From an optimization exercise on the open Yosys and OpenROAD flow, aimed at small area and a short achievable clock period; shortcuts taken in it are not production practice.
In this exercise RTL edits were held to simulation tests only and were not proved equivalent to the original.
Power is estimated from default activity; no workload was simulated.

== lane 1 ==
## approx_err_monitor
module approx_err_monitor #(
  parameter int W     = approx_mon_pkg::W,
  parameter int CNT_W = approx_mon_pkg::CNT_W,
  parameter int ACC_W = approx_mon_pkg::ACC_W
) (
  input  logic                 clk,
  input  logic                 rst,
  input  logic                 in_valid,
  output logic                 in_ready,
  input  logic [W-1:0]         a,
  input  logic [W-1:0]         b,
  input  logic [2*W-1:0]       prod,
  input  logic                 start,
  input  logic [CNT_W-1:0]     win_len,
  output logic                 busy,
  output logic                 done,
  output logic [CNT_W-1:0]     smp_cnt,
  output logic [CNT_W-1:0]     err_cnt,
  output logic [ACC_W-1:0]     sum_ed,
  output logic [ACC_W-1:0]     sum_bias,
  output logic [2*W-1:0]       max_ed,
  output logic [W-1:0]         max_a,
  output logic [W-1:0]         max_b
);
  logic                run, dr1, dr2;
  logic [CNT_W-1:0]    rem;           
  logic [CNT_W-1:0]    rem_n;
  logic                accept, last, clr, clr_all, len_nz;
  logic                res_valid;
  logic [W-1:0]        res_a, res_b;
  logic [2*W:0]        res_diff;
  logic                sgn, ne, gt;
  logic [2*W-1:0]      mag1;          
  logic [ACC_W-1:0]    sum_ed_n, sum_bias_n;
  logic [CNT_W-1:0]    smp_n, err_n;
  logic [2*W-1:0]      max_n;
  approx_err_calc #(.W(W)) u_calc (
    .clk       (clk),
    .rst       (rst),
    .smp_valid (accept),
    .a         (a),
    .b         (b),
    .prod      (prod),
    .res_valid (res_valid),
    .res_a     (res_a),
    .res_b     (res_b),
    .diff      (res_diff)
  );
  assign in_ready = run;
  assign busy     = run | dr1 | dr2;
  assign accept   = in_valid & run;
  ...
Size: about 460 flip-flops, about 360 I/O pins, about 0.030 sq mm of cells after synthesis.
clock: 7.2 ns
lec_check: 0
cap_margin: 20
core_margin: 2
core_utilization: 50
setup_slack_margin: 3.0
slew_margin: 20
synth_hierarchical: 1
standard.sh (not shown) runs the stock make flow with config.mk's settings and CLKGATE_MAP_FILE= SYNTH_SCRIPT=/design/flow/synth_recipe.tcl, a recipe that flattens the netlist after the stock synthesis.
==> flow/flow/run.sh <==
#!/bin/bash
# Layout flow: the standard ORFS flow (standard.sh) with two changes:
#  - synthesis: full/half-adder cells are extracted only in module approx_err_tree (the
#    multiplier's carry-save tree), and ABC maps modules approx_err_s1, approx_err_cpa and
#    approx_err_monitor with ORFS's delay-driven "area" script (abc_area.script, map -B 0.9),
#    the others with the default script. Everything else is ORFS's synth.tcl run through
#    synth_recipe.tcl, so the registers are the standard synthesis's;
#  - the port buffers use the smallest buffer cell (sky130_fd_sc_hd__buf_1).
set -euo pipefail
here=$(pwd)
python3 - "$FLOW_HOME/scripts/synth.tcl" "$here/synth_mix.tcl" <<'PY'
import sys
s = open(sys.argv[1]).read()
old = '  log_cmd abc {*}$abc_args\n'
assert s.count(old) == 1
new = ('  set abc_args_area [lreplace $abc_args 1 1 $::env(SCRIPTS_DIR)/abc_area.script]\n'
       '  log_cmd abc {*}$abc_args_area approx_err_cpa approx_err_monitor approx_err_s1\n'
       '  log_cmd abc {*}$abc_args * approx_err_cpa %d approx_err_monitor %d approx_err_s1 %d\n')
s = s.replace(old, new)
old = 'extract_fa {*}[dont_use_extract_fa_args]\n'
assert s.count(old) == 1
s = s.replace(old, 'extract_fa {*}[dont_use_extract_fa_args] approx_err_tree\n')
open(sys.argv[2], 'w').write(s)
PY
grep -q 'source $::env(SCRIPTS_DIR)/synth.tcl' synth_recipe.tcl
sed "s#source \$::env(SCRIPTS_DIR)/synth.tcl#source $here/synth_mix.tcl#" synth_recipe.tcl > "$here/synth_recipe_mix.tcl"
bash standard.sh SYNTH_SCRIPT="$here/synth_recipe_mix.tcl" \
  BUFFER_PORTS_ARGS="-buffer_cell sky130_fd_sc_hd__buf_1" finish > flow_standard.log 2>&1
> inputs changed (lane 1 -> lane 2)
Settings: a change of SETUP_SLACK_MARGIN from 3.0 to 4.0.
Findings:
Re share of synthesized cell area in and, or, nand and nor gates: no difference whatsoever between lane 2 and lane 1.
In the flow results for lane 2 and lane 1, the final clock period utilization by the worst path is smaller on lane 2.
Summary — worst clock skew, lane 2 relative to lane 1: higher, by 0.019 ns.
The clock network power was comparable across lane 2 and lane 1.
Summary of lane 2 over lane 1: delay contributed by the slowest stage of the critical path went down 0.41 ns, count of fill cells added during filler insertion went down 8.9%.
diff inputs: lane 2 => lane 3
Settings: changing CORE_UTILIZATION from 50 to 45; changing SETUP_SLACK_MARGIN from 4.0 to 3.5.
--- outcome ---
Compare lane 3 and lane 2 | global-route total usage across every layer higher: lane 2. Diff lane 2 -> lane 3 | global placer's final weighted congestion | up slightly. In lane 3 the non-clock buffer contribution to total cell area turned out 3.7 points lower than in lane 2. Diff lane 2 -> lane 3: total power saw a decrease; setup slack shows an increase of 0.035 ns; clock skew up 0.0080 ns; wire length of the first global-routing pass lost 1800 um; final period utilization saw a decrease. Max number of placement rows across lane 3 and lane 2: lane 3.
Setup changes, lane 3 to lane 4
Settings: changing CORE_UTILIZATION from 45 to 65; changing SETUP_SLACK_MARGIN from 3.5 to 4.0.
## What came out
Relative to lane 3, the die extent in x measured on lane 4 has decreased by more than 10%. Of lane 3 and lane 4, the lower count of plain and timing-repair buffers belongs to lane 3. Against lane 3, lane 4 reports a number of setup buffers added after CTS that is higher. Relative to lane 3, the final cell area reported for lane 4 is higher. Share of the final layout cell area in multi-input gates, lane 3 and lane 4: larger value in lane 4. Lane 4 vs lane 3 — sequential share of cell area dropped 1.6 points. Lane 4 vs lane 3, register share of total power went down by 3.5 points.

* * *

Another version of the RTL of approx_err_monitor (not shown whole).
Size: roughly 3900 cells after synthesis, ~460 flip-flops, roughly 360 I/O pins, ~29000 um^2 of cells after synthesis.
## approx_err_monitor
module approx_err_monitor #(
  parameter int W     = approx_mon_pkg::W,
  parameter int CNT_W = approx_mon_pkg::CNT_W,
  parameter int ACC_W = approx_mon_pkg::ACC_W
) (
  input  logic                 clk,
  input  logic                 rst,
  input  logic                 in_valid,
  output logic                 in_ready,
  input  logic [W-1:0]         a,
  input  logic [W-1:0]         b,
  input  logic [2*W-1:0]       prod,
  input  logic                 start,
  input  logic [CNT_W-1:0]     win_len,
  output logic                 busy,
  output logic                 done,
  output logic [CNT_W-1:0]     smp_cnt,
  output logic [CNT_W-1:0]     err_cnt,
  output logic [ACC_W-1:0]     sum_ed,
  output logic [ACC_W-1:0]     sum_bias,
  output logic [2*W-1:0]       max_ed,
  output logic [W-1:0]         max_a,
  output logic [W-1:0]         max_b
);
export LEC_CHECK = 0
export CAP_MARGIN = 20
export CORE_MARGIN = 2
export CORE_UTILIZATION = 50
export GPL_TIMING_DRIVEN = 0
export SETUP_SLACK_MARGIN = 3.5
export SLEW_MARGIN = 20
export SYNTH_HIERARCHICAL = 1
create_clock -name core_clock -period 7.2 [get_ports {clk}]
==> flow/flow/run.sh <==
#!/bin/bash
# Layout flow: the standard ORFS flow (standard.sh) with two changes:
#  - synthesis extracts no full/half-adder cells (ABC maps all arithmetic and sees whole
#    paths), and ABC maps each module with its own script: approx_err_cpa and approx_err_s1
#    with ORFS's delay-driven area script (map -B 0.9), approx_err_monitor with a single &nf
#    pass, the rest with ORFS's default speed script. Everything else is ORFS's synth.tcl run
#    through synth_recipe.tcl, so the registers are the standard synthesis's;
#  - the port buffers use the smallest buffer cell (sky130_fd_sc_hd__buf_1).
set -euo pipefail
here=$(pwd)
python3 - "$FLOW_HOME/scripts/synth.tcl" "$here/synth_mix.tcl" <<'PY'
import sys
s = open(sys.argv[1]).read()
MAP = "+strash;dch;map,-B,0.9;topo;stime,-c;buffer,-c;upsize,-c;dnsize,-c"
NF = "+&get,-n;&st;&dch;&nf;&put;buffer,-c;upsize,-c;dnsize,-c"
def a(x):
    return '[lreplace $abc_args 1 1 "' + x + '"]'
old = '  log_cmd abc {*}$abc_args\n'
assert s.count(old) == 1
new = (f'  log_cmd abc {{*}}{a(MAP)} approx_err_cpa\n'
       f'  log_cmd abc {{*}}{a(NF)} approx_err_monitor\n'
       f'  log_cmd abc {{*}}{a(MAP)} approx_err_s1\n'
       '  log_cmd abc {*}$abc_args * approx_err_cpa %d approx_err_monitor %d approx_err_s1 %d\n')
s = s.replace(old, new)
old = 'extract_fa {*}[dont_use_extract_fa_args]\n'
assert s.count(old) == 1
s = s.replace(old, 'extract_fa {*}[dont_use_extract_fa_args] approx_err_none\n')
open(sys.argv[2], 'w').write(s)
PY
grep -q 'source $::env(SCRIPTS_DIR)/synth.tcl' synth_recipe.tcl
sed "s#source \$::env(SCRIPTS_DIR)/synth.tcl#source $here/synth_mix.tcl#" synth_recipe.tcl > "$here/synth_recipe_mix.tcl"
bash standard.sh SYNTH_SCRIPT="$here/synth_recipe_mix.tcl" \
  BUFFER_PORTS_ARGS="-buffer_cell sky130_fd_sc_hd__buf_1" finish > flow_standard.log 2>&1
The starting point completed without violations.
Change:
- CTS_BUF_LIST: default -> sky130_fd_sc_hd__clkbuf_2
- GPL_TIMING_DRIVEN: 0 -> default
Effect: The changed run completed without violations. Setup slack improved by 0.16 ns. Register-to-register slack improved by 0.16 ns. Total power fell by 20%.
Change:
- CORE_UTILIZATION: 50 -> 45
- CTS_BUF_LIST: sky130_fd_sc_hd__clkbuf_2 -> default
The changed run finished clean.
Synthesized cell count does not change.
Total power rises by a little under a tenth.
Cell count falls slightly.
Hold slack is worse by 0.0053 ns.
Count of clock-buffer cells in the layout falls by 102.
Clock power rises by well over a third.
Routed wire length falls slightly.
Change:
- CORE_UTILIZATION: 45 -> 50
- GPL_ROUTABILITY_DRIVEN: default -> 0
Outcome: Via count went up by about 1%. Fmax increases by 2.4%. Combinational power is lower by about 2%. Final area stays flat. Critical path depth decreases by 1. Hold slack hardly moves. Non-clock buffer count went up by 11.
Change:
- CTS_BUF_LIST: default -> sky130_fd_sc_hd__clkbuf_4
- GPL_ROUTABILITY_DRIVEN: 0 -> default
The changed run completed with no timing, DRC or antenna violations.
Critical path depth stays the same.
Worst hold slack is about the same.
Clock skew went up by 0.033 ns.
Maximum frequency stays flat.
Global-route usage went up by 0.38 points.
Non-clock buffer count went down by 19.
Via count went up by 1.3%.
Worst setup slack stays flat.
Count of clock-buffer cells in the layout went up by 102.
Sequential cell count stays the same.

* * *

## exp/nickel
approx_err_monitor, a different RTL version from the one above (not shown whole).
Size: ~3100 cells after synthesis, about 440 flip-flops, about 360 I/O pins, about 27000 um2 of cells after synthesis.
make LEC_CHECK=0 CAP_MARGIN=20 CORE_MARGIN=2 CORE_UTILIZATION=60 SETUP_SLACK_MARGIN=3.0 SLEW_MARGIN=20 finish   # period 7.2 ns
run.sh (not shown) runs the stock make flow with config.mk's settings and CLKGATE_MAP_FILE= SYNTH_SCRIPT=/design/flow/synth_recipe.tcl, a recipe that flattens the netlist after the stock synthesis.
Stock flow here: none of the scripts above is used.
exp/nickel: no failed stages, no open violations at the end
## Diff of input files: exp/willow against exp/nickel
-- flow/config.mk --
<<< exp/nickel, line 7
export LEC_CHECK = 0
export CAP_MARGIN = 20
export CORE_MARGIN = 2
export CORE_UTILIZATION = 60
export SETUP_SLACK_MARGIN = 3.0
>>> exp/willow, line 7
export LEC_CHECK = 0
export ABC_AREA = 1
export CAP_MARGIN = 20
export CORE_MARGIN = 2
export CORE_UTILIZATION = 40
export SETUP_SLACK_MARGIN = 3.0
[summary]
- exp/willow gives more cell count than exp/nickel did.
- exp/willow against exp/nickel: proportion of cell area occupied by multi-input gates -2.3 points, via count +4934.
- exp/willow reports its capture point of the critical path as u_calc.diff[31]$_SDFF_PN0_ while exp/nickel reports u_calc.diff[29]$_SDFF_PN0_.
- Per the comparison of exp/willow with exp/nickel, synthesized cell count climbed about 36%; multiplexer fraction of the synthesized cell area fell by 0.29 points; clock period minus final worst setup slack decreased by 0.48 ns relative to the old numbers.
Input changes introduced in exp/violet (baseline for comparison: exp/willow):
-- flow/config.mk --
<<< exp/willow, line 7
export LEC_CHECK = 0
export ABC_AREA = 1
export CAP_MARGIN = 20
export CORE_MARGIN = 2
export CORE_UTILIZATION = 40
export SETUP_SLACK_MARGIN = 3.0
export SLEW_MARGIN = 20
>>> exp/violet, line 7
export LEC_CHECK = 0
export CAP_MARGIN = 20
export CORE_MARGIN = 2
export CORE_UTILIZATION = 50
export SETUP_SLACK_MARGIN = 3.5
export SLEW_MARGIN = 20
export SYNTH_HIERARCHICAL = 1
[summary]
Summary of exp/violet over exp/willow: met3 track demand over resource in global routing closely matched the old numbers, final area fell by about 4.6%, clock share of power shows a reduction of 2.7 points.
Summary: with exp/willow as the reference, met3 wire length in exp/violet moved down by more than 10%.
Netlist area before placement delta for exp/violet relative to exp/willow: about 6.5% lower
--- input diff exp/violet..exp/xenon ---
==> flow/flow/run.sh (new file) <==
#!/bin/bash
# Layout flow: the standard ORFS flow, with the port buffers made of the smallest buffer
# cell (sky130_fd_sc_hd__buf_1) instead of the flow's default pick.
set -euo pipefail
bash standard.sh BUFFER_PORTS_ARGS="-buffer_cell sky130_fd_sc_hd__buf_1" finish > flow_standard.log 2>&1
==> flow/standard.sh (new file) <==
#!/bin/bash
# synth_recipe.tcl (not shown) runs the flow's synth.tcl, then flattens the netlist and writes it again
# the make line also repeats each setting of config.mk as NAME=value (left out here)
make -C /OpenROAD-flow-scripts/flow DESIGN_CONFIG=/design/flow/config.mk WORK_HOME=/design/flow/orfs CLKGATE_MAP_FILE= SYNTH_SCRIPT=/design/flow/synth_recipe.tcl "${@:-finish}"
-- flow/config.mk --
<<< exp/violet, line 10
export CORE_UTILIZATION = 50
export SETUP_SLACK_MARGIN = 3.5
export SLEW_MARGIN = 20
>>> exp/xenon, line 10
export CORE_UTILIZATION = 50
export SETUP_SLACK_MARGIN = 4.5
export SLEW_MARGIN = 20
removed: flow/run.sh
### Flow results
exp/xenon against exp/violet: global-route wire length before repair shows an increase of 8.3%; clock buffer count shows an increase of 2; global routing met3 resource utilization shows an increase of 0.65 points; routed length on met3 shows an increase of 14%; global router's overall resource usage shows an increase of 2.3 points.
Combined buffer and inverter count along the critical path is lower on exp/xenon
Looking at portion of total power attributed to the clock network, exp/xenon sits 1.9 points below exp/violet.

* * *

RTL: one of the versions met above, not the one the previous note started from.
Size in the first run: roughly 4600 cells after synthesis, about 360 I/O pins.
==> flow/config.mk <==
export PLATFORM = sky130hd
export DESIGN_NAME = approx_err_monitor
export DESIGN_NICKNAME = approx_err_monitor
export VERILOG_FILES = /design/flow/design.v
export SDC_FILE = /design/flow/constraint.sdc
export NUM_CORES = 4
export LEC_CHECK = 0
export CAP_MARGIN = 20
export CORE_MARGIN = 2
export CORE_UTILIZATION = 50
export CTS_BUF_LIST = sky130_fd_sc_hd__clkbuf_8
export CTS_CLUSTER_SIZE = 30
export SETUP_SLACK_MARGIN = 3.5
export SLEW_MARGIN = 20
export SYNTH_HIERARCHICAL = 1
==> flow/constraint.sdc <==
create_clock -name core_clock -period 7.2 [get_ports {clk}]
set_input_delay 1.4400 -clock core_clock [delete_from_list [all_inputs] [get_ports {clk}]]
set_output_delay 1.4400 -clock core_clock [all_outputs]
set_load 0.01 [all_outputs]
standard.sh (not shown) runs the stock make flow with config.mk's settings and CLKGATE_MAP_FILE= SYNTH_SCRIPT=/design/flow/synth_recipe.tcl, a recipe that flattens the netlist after the stock synthesis.
==> flow/flow/run.sh <==
#!/bin/bash
# Layout flow: the standard ORFS flow (standard.sh) with two changes:
#  - synthesis: full/half-adder cells are extracted only in module approx_err_tree (the
#    multiplier's carry-save tree), and ABC maps modules approx_err_s1, approx_err_cpa and
#    approx_err_monitor with ORFS's delay-driven "area" script (abc_area.script, map -B 0.9),
#    the others with the default script. Everything else is ORFS's synth.tcl run through
#    synth_recipe.tcl, so the registers are the standard synthesis's;
#  - the port buffers use the smallest buffer cell (sky130_fd_sc_hd__buf_1).
set -euo pipefail
here=$(pwd)
python3 - "$FLOW_HOME/scripts/synth.tcl" "$here/synth_mix.tcl" <<'PY'
import sys
s = open(sys.argv[1]).read()
old = '  log_cmd abc {*}$abc_args\n'
assert s.count(old) == 1
new = ('  set abc_args_area [lreplace $abc_args 1 1 $::env(SCRIPTS_DIR)/abc_area.script]\n'
       '  log_cmd abc {*}$abc_args_area approx_err_cpa approx_err_monitor approx_err_s1\n'
       '  log_cmd abc {*}$abc_args * approx_err_cpa %d approx_err_monitor %d approx_err_s1 %d\n')
s = s.replace(old, new)
old = 'extract_fa {*}[dont_use_extract_fa_args]\n'
assert s.count(old) == 1
s = s.replace(old, 'extract_fa {*}[dont_use_extract_fa_args] approx_err_tree\n')
open(sys.argv[2], 'w').write(s)
PY
grep -q 'source $::env(SCRIPTS_DIR)/synth.tcl' synth_recipe.tcl
sed "s#source \$::env(SCRIPTS_DIR)/synth.tcl#source $here/synth_mix.tcl#" synth_recipe.tcl > "$here/synth_recipe_mix.tcl"
bash standard.sh SYNTH_SCRIPT="$here/synth_recipe_mix.tcl" \
  BUFFER_PORTS_ARGS="-buffer_cell sky130_fd_sc_hd__buf_1" finish > flow_standard.log 2>&1
The starting point ran to the end with no violations.
==> next run, changes <==
Settings changed: CTS_BUF_LIST sky130_fd_sc_hd__clkbuf_8 to default, CTS_CLUSTER_SIZE 30 to default, PLACE_DENSITY from default to 0.7.
The new run passed the timing, design-rule and antenna checks.
First-iteration DRC count climbs by 4.7%.
Via count drops by 0.43%.
Sequential share of layout area climbs by 0.11 points.
Synthesized cell count does not change.
Combinational power drops by 3.6%.
Clock-buffer cell count drops by 22.
Cell area drops by 0.47%.
Register-to-register slack loses 80 ps.
==> next run, changes <==
Settings changed: PLACE_DENSITY 0.7 to default.
Effect: Via count goes down by 0.35%; total power goes up by 2.0%; synthesized area stays the same; routed wire length goes up by 5.6%; design area goes up by 0.71%; non-clock buffer count goes up by 18; clock power stays flat; global-route usage goes up by 1.4 points; sequential power barely changes; count of clock-buffer cells in the layout goes down by 9.

[afterwards: timing with drivers on the ports]
The flow's constraints put no driver on any port. The routed layouts listed below were extracted and timed again, unchanged, in two steps. Step 1 sets driving cells, clkbuf_16 on the clock port and buf_2 on the other inputs (assumed; they add their load-dependent delay and slew). Step 2 adds t to the input delays and takes it off the output delays; t is the mean of the earliest and latest rising clock arrival at the registers after step 1. Input paths then give back, and output paths get back, about the clock's delay inside the block. Slacks: no drivers / after step 1 / after step 2; pairs: no drivers / after step 1.
| run | shift t [ns] | setup WS [ns] | worst data-port slew with drivers (ns) |
|---|---|---|---|
| lane 1 | 0.655 | 3.275 / 3.275 / 2.744 | 0.09 |
| lane 2 | 0.671 | 3.715 / 3.715 / 3.360 | 0.08 |
| lane 3 | 0.658 | 3.750 / 3.750 / 3.343 | 0.07 |
| lane 4 | 0.681 | 3.174 / 3.174 / 3.174 | 0.11 |
| the first run of note 2 | 0.665 | 3.497 / 3.497 / 3.120 | 0.06 |
| the second run of note 2 | 1.210 | 3.661 / 3.661 / 3.358 | 0.06 |
| the third run of note 2 | 0.647 | 3.556 / 3.556 / 3.435 | 0.07 |
| the fourth run of note 2 | 0.656 | 3.642 / 3.642 / 3.331 | 0.06 |
| the fifth run of note 2 | 0.944 | 3.645 / 3.645 / 3.317 | 0.06 |
| exp/nickel | 0.647 | 2.306 / 2.306 / 2.306 | 0.05 |
| exp/willow | 0.673 | 2.786 / 2.786 / 2.565 | 0.07 |
| exp/violet | 0.661 | 2.726 / 2.726 / 2.726 | 0.06 |
| exp/xenon | 0.655 | 2.618 / 2.618 / 2.618 | 0.21 |
| the first run of note 4 | 0.731 | 3.655 / 3.686 / 2.955 | 0.09 |
| the second run of note 4 | 0.660 | 3.632 / 3.632 / 3.191 | 0.07 |
| the third run of note 4 | 0.659 | 3.696 / 3.696 / 3.246 | 0.09 |
After both steps every run listed still meets setup and hold. The setup slack of the first run of note 4, which loses most, moves by +0.031 ns with the drivers and by -0.700 ns with both steps.
